This is an optimization exercise on Yosys and OpenROAD, whose aim is a short achievable clock period and few clock cycles, not a production implementation. Function was checked by simulation only, so behaviour that the tests miss may differ from the original. Power and IR drop assume default switching activity.

==> inputs of delta <==
==> flow/design.v <==
`default_nettype none
package mem_pkg;
  localparam logic [1:0] SIZE_BYTE = 2'b00;
  localparam logic [1:0] SIZE_HALF = 2'b01;
  localparam logic [1:0] SIZE_WORD = 2'b10;
  localparam logic [1:0] SIZE_BAD  = 2'b11;
  localparam int WORD_BYTES = 4;
  function automatic logic is_misaligned(input logic [1:0] size,
                                         input logic [1:0] offset);
    logic bad;
    case (size)
      SIZE_BYTE: bad = 1'b0;
      SIZE_HALF: bad = offset[0];
      SIZE_WORD: bad = (offset != 2'b00);
      default:   bad = 1'b1;
    endcase
    is_misaligned = bad;
  endfunction
endpackage
`default_nettype wire
`default_nettype none
module mem_lane_align
(
  input  logic [1:0]  size,
  input  logic [1:0]  offset,
  input  logic        sign_ext,
  input  logic [31:0] wdata,
  input  logic [31:0] rword,
  output logic [3:0]  byte_en,
  output logic [31:0] wword,
  output logic [31:0] rdata_ext
);
  logic [7:0]  w_byte;
  logic [15:0] w_half;
  always_comb begin
    case (offset)
      2'd0:    w_byte = rword[31:24];
      2'd1:    w_byte = rword[23:16];
      2'd2:    w_byte = rword[15:8];
      default: w_byte = rword[7:0];
    endcase
    w_half    = offset[1] ? rword[15:0] : rword[31:16];
    byte_en   = 4'b0000;
    wword     = wdata;
    rdata_ext = 32'h0000_0000;
    case (size)
      mem_pkg::SIZE_BYTE: begin
        byte_en   = 4'b1000 >> offset;
        wword     = {4{wdata[7:0]}};
        rdata_ext = {{24{sign_ext & w_byte[7]}}, w_byte};
      end
      mem_pkg::SIZE_HALF: begin
        byte_en   = offset[1] ? 4'b0011 : 4'b1100;
        wword     = {2{wdata[15:0]}};
        rdata_ext = {{16{sign_ext & w_half[15]}}, w_half};
      end
      mem_pkg::SIZE_WORD: begin
        byte_en   = 4'b1111;
        wword     = wdata;
        rdata_ext = rword;
      end
      default: begin
        byte_en   = 4'b0000;
      end
    endcase
  end
endmodule
`default_nettype wire
`default_nettype none
module data_memory_ctrl
#(
  parameter int ADDR_WIDTH = 9
) (
  input  logic                  clk,
  input  logic                  rst_n,
  input  logic                  req,
  input  logic                  we,
  input  logic [1:0]            size,
  input  logic                  sign_ext,
  input  logic [ADDR_WIDTH-1:0] addr,
  input  logic [31:0]           wdata,
  output logic                  ready,
  output logic [31:0]           rdata,
  output logic                  err
);
  localparam int DEPTH = 2 ** (ADDR_WIDTH - 2);
  logic [31:0]           r_mem [DEPTH];
  logic                  r_rdy;                   
  logic                  r_retry;                 
  logic [31:0]           r_cand [2];
  logic                  r_pv;
  logic [ADDR_WIDTH-3:0] r_pidx;
  logic [3:0]            r_pbe;
  logic [31:0]           r_pdata;
  logic                  w_bad;
  logic [3:0]            w_be;
  logic [31:0]           w_wlane;
  logic                  w_load;
  logic                  w_hit;
  logic [31:0]           w_word_h [2];
  logic [31:0]           w_load_h [2];
  assign w_bad  = mem_pkg::is_misaligned(size, addr[1:0]);
  assign w_load = req && !we && !r_rdy;
  assign w_hit  = r_pv && (r_pidx == addr[ADDR_WIDTH-1:2]);
  mem_lane_align u_lane_align (
    .size      (size),
    .offset    (addr[1:0]),
    .sign_ext  (sign_ext),
    .wdata     (wdata),
    .rword     (32'h0000_0000),
    .byte_en   (w_be),
    .wword     (w_wlane),
    .rdata_ext ()
  );
  for (genvar h = 0; h < 2; h++) begin : g_half
    assign w_word_h[h] = r_mem[{1'(h), addr[ADDR_WIDTH-2:2]}];
    mem_lane_align u_lane_load (
      .size      (size),
      .offset    (addr[1:0]),
      .sign_ext  (sign_ext),
      .wdata     (32'h0000_0000),
      .rword     (w_word_h[h]),
      .byte_en   (),
      .wword     (),
      .rdata_ext (w_load_h[h])
    );
    always_ff @(posedge clk) begin
      r_cand[h] <= (addr[ADDR_WIDTH-1] == 1'(h) && !w_bad) ? w_load_h[h] : 32'h0000_0000;
    end
  end
  always_ff @(posedge clk or negedge rst_n) begin
    if (!rst_n) begin
      r_rdy   <= 1'b0;
      r_retry <= 1'b0;
    end else begin
      r_rdy   <= w_load && (r_retry || !w_hit);
      r_retry <= w_load && !r_retry && w_hit;
    end
  end
  always_ff @(posedge clk) begin
    r_pv    <= req && we && !w_bad;
    r_pidx  <= addr[ADDR_WIDTH-1:2];
    r_pbe   <= w_be;
    r_pdata <= w_wlane;
  end
  assign ready = r_rdy || (req && we);
  assign err   = w_bad;
  assign rdata = r_cand[0] | r_cand[1];
  for (genvar l = 0; l < mem_pkg::WORD_BYTES; l++) begin : g_wlane
    always_ff @(posedge clk) begin
      if (r_pv && r_pbe[l]) begin
        r_mem[r_pidx][8*l +: 8] <= r_pdata[8*l +: 8];
      end
    end
  end
endmodule
`default_nettype wire
==> flow/run.sh <==
#!/bin/bash
# synth_recipe.tcl (not shown) runs the flow's synth.tcl, then flattens the netlist and writes it again
# the make line also repeats each setting of config.mk as NAME=value (left out here)
make -C /OpenROAD-flow-scripts/flow DESIGN_CONFIG=/design/flow/config.mk WORK_HOME=/design/flow/orfs CLKGATE_MAP_FILE= SYNTH_SCRIPT=/design/flow/synth_recipe.tcl finish
==> flow/config.mk <==
export PLATFORM = sky130hd
export DESIGN_NAME = data_memory_ctrl
export DESIGN_NICKNAME = data_memory_ctrl
export VERILOG_FILES = /design/flow/design.v
export SDC_FILE = /design/flow/constraint.sdc
export NUM_CORES = 4
export LEC_CHECK = 0
export CAP_MARGIN = 20
export CORE_MARGIN = 2
export CORE_UTILIZATION = 40
export SETUP_SLACK_MARGIN = 3.5
export SLEW_MARGIN = 20
==> flow/constraint.sdc <==
create_clock -name core_clock -period 7.0 [get_ports {clk}]
set_input_delay 1.4000 -clock core_clock [delete_from_list [all_inputs] [get_ports {clk}]]
set_output_delay 1.4000 -clock core_clock [all_outputs]
set_load 0.01 [all_outputs]
==> inputs of raven, as changes to delta <==
--- a/flow/design.v
+++ b/flow/design.v
@@ -86,2 +86,5 @@
   localparam int DEPTH = 2 ** (ADDR_WIDTH - 2);
+  localparam int NQ    = 4;                       
+  localparam int QB    = 2;                       
+  localparam int QW    = ADDR_WIDTH - 2 - QB;     
   logic [31:0]           r_mem [DEPTH];
@@ -89,5 +92,7 @@
   logic                  r_retry;                 
-  logic [31:0]           r_cand [2];
+  logic                  r_bad;                   
+  logic [31:0]           r_cand [NQ];
   logic                  r_pv;
   logic [ADDR_WIDTH-3:0] r_pidx;
+  logic [DEPTH-1:0]      r_psel;                  
   logic [3:0]            r_pbe;
@@ -95,2 +100,3 @@
   logic                  w_bad;
+  logic                  w_store;
   logic [3:0]            w_be;
@@ -99,7 +105,8 @@
   logic                  w_hit;
-  logic [31:0]           w_word_h [2];
-  logic [31:0]           w_load_h [2];
-  assign w_bad  = mem_pkg::is_misaligned(size, addr[1:0]);
-  assign w_load = req && !we && !r_rdy;
-  assign w_hit  = r_pv && (r_pidx == addr[ADDR_WIDTH-1:2]);
+  logic [31:0]           w_word_q [NQ];
+  logic [31:0]           w_load_q [NQ];
+  assign w_bad   = mem_pkg::is_misaligned(size, addr[1:0]);
+  assign w_store = req && we && !w_bad;
+  assign w_load  = req && !we && !r_rdy;
+  assign w_hit   = r_pv && (r_pidx == addr[ADDR_WIDTH-1:2]);
   mem_lane_align u_lane_align (
@@ -114,4 +121,4 @@
   );
-  for (genvar h = 0; h < 2; h++) begin : g_half
-    assign w_word_h[h] = r_mem[{1'(h), addr[ADDR_WIDTH-2:2]}];
+  for (genvar q = 0; q < NQ; q++) begin : g_quarter
+    assign w_word_q[q] = r_mem[{QB'(q), addr[2 +: QW]}];
     mem_lane_align u_lane_load (
@@ -121,10 +128,13 @@
       .wdata     (32'h0000_0000),
-      .rword     (w_word_h[h]),
+      .rword     (w_word_q[q]),
       .byte_en   (),
       .wword     (),
-      .rdata_ext (w_load_h[h])
+      .rdata_ext (w_load_q[q])
     );
     always_ff @(posedge clk) begin
-      r_cand[h] <= (addr[ADDR_WIDTH-1] == 1'(h) && !w_bad) ? w_load_h[h] : 32'h0000_0000;
+      r_cand[q] <= (addr[ADDR_WIDTH-1 -: QB] == QB'(q)) ? w_load_q[q] : 32'h0000_0000;
     end
+  end
+  always_ff @(posedge clk) begin
+    r_bad <= w_bad;
   end
@@ -140,3 +150,3 @@
   always_ff @(posedge clk) begin
-    r_pv    <= req && we && !w_bad;
+    r_pv    <= w_store;
     r_pidx  <= addr[ADDR_WIDTH-1:2];
@@ -145,9 +155,16 @@
   end
+  for (genvar i = 0; i < DEPTH; i++) begin : g_psel
+    always_ff @(posedge clk) begin
+      r_psel[i] <= w_store && (addr[ADDR_WIDTH-1:2] == (ADDR_WIDTH-2)'(i));
+    end
+  end
   assign ready = r_rdy || (req && we);
   assign err   = w_bad;
-  assign rdata = r_cand[0] | r_cand[1];
-  for (genvar l = 0; l < mem_pkg::WORD_BYTES; l++) begin : g_wlane
-    always_ff @(posedge clk) begin
-      if (r_pv && r_pbe[l]) begin
-        r_mem[r_pidx][8*l +: 8] <= r_pdata[8*l +: 8];
+  assign rdata = r_bad ? 32'h0000_0000 : (r_cand[0] | r_cand[1] | r_cand[2] | r_cand[3]);
+  for (genvar i = 0; i < DEPTH; i++) begin : g_word
+    for (genvar l = 0; l < mem_pkg::WORD_BYTES; l++) begin : g_wlane
+      always_ff @(posedge clk) begin
+        if (r_psel[i] && r_pbe[l]) begin
+          r_mem[i][8*l +: 8] <= r_pdata[8*l +: 8];
+        end
       end
==> flow/flow/run.sh (new file) <==
#!/bin/bash
# Standard layout, with port buffers from the buf family so the resizer can
# size them, and sizing not held to each cell's footprint.
set -euo pipefail
bash standard.sh MATCH_CELL_FOOTPRINT=0 \
  "BUFFER_PORTS_ARGS=-buffer_cell sky130_fd_sc_hd__buf_4" \
  finish > standard.log 2>&1
==> flow/standard.sh (new file) <==
#!/bin/bash
# synth_recipe.tcl (not shown) runs the flow's synth.tcl, then flattens the netlist and writes it again
# the make line also repeats each setting of config.mk as NAME=value (left out here)
make -C /OpenROAD-flow-scripts/flow DESIGN_CONFIG=/design/flow/config.mk WORK_HOME=/design/flow/orfs CLKGATE_MAP_FILE= SYNTH_SCRIPT=/design/flow/synth_recipe.tcl "${@:-finish}"
CORE_UTILIZATION = 50   (was 40)
PLACE_DENSITY = 0.68   (was default)
removed: flow/run.sh
==> summary.txt <==
Pwr
  – Power Clock: approximately 24 mW
  – Cell-internal power: 42.77 mW

Place
  – Placed insts: 13840
  – Dpl hpwl: roughly 410 mm
  – Setup WS pre-CTS: 1.046 ns

Outcome
  – Status: no timing/DRC/antenna violations

Final layout
  – FFs & Latches: between 4000 and 5000
  – Multi-input combinational area share: 0.1720
  – Clock buf count: 527

Timing
  – Fmax achieved: 262.8 MHz

Synth
  – Sequential-to-total area share from yosys stat: 0.7985
That was raven.
==> summary.txt <==
Place
  – Dpl cell area: 170300 um2
  – Setup WS pre-CTS: between 0.9 and 1 ns
  – Placed insts: approximately 13000

Final layout
  – Multi-input combinational area share: 0.1954
  – Most common library cell in the layout ignoring fill and taps: edfxtp_1
  – FFs & Latches: around 4200

Pwr
  – Cell-internal power: 41.77 mW

Timing
  – Fmax achieved: 256.9 MHz

Critical path
  – Critical Path AT: 4.51 ns

Flow run
  – Max-cap violations: 0

Synth
  – Sequential-to-total area share from yosys stat: 0.7694

Outcome
  – Status: no timing/DRC/antenna violations
That was delta.
Testbench counts of delta, summed over its fixed seeds: cycles 7,536.
Testbench counts of raven, summed over its fixed seeds: cycles 7,536.

==> re-timing with driven ports <==
How much do the figures lean on ideal ports? The routed layouts below were timed once more, with nothing changed but the port constraints. Step 1, drivers: a clkbuf_16 drives clk and a buf_2 each remaining input, both assumed. Step 2 also shifts input and output timing later by t, the mid clock arrival at the registers, as if the neighbouring blocks saw the same clock. a / b / c = ideal / step 1 / step 2; a / b = the first two.
run	t, ns	setup WS [ns]	hold slack, ns	worst setup path at the end	clock arrival spread, ns
delta	1.095	3.108 / 2.925 / 1.830	0.585 / 0.526 / 0.585	input to register	0.066 / 0.066
raven	1.120	3.195 / 3.024 / 1.903	0.182 / 0.087 / 0.456	input to register	0.095 / 0.095
After both steps every run listed still meets setup and hold. For raven, which loses most, drivers alone change the setup slack by -0.171 ns; drivers and shift together by -1.292 ns.
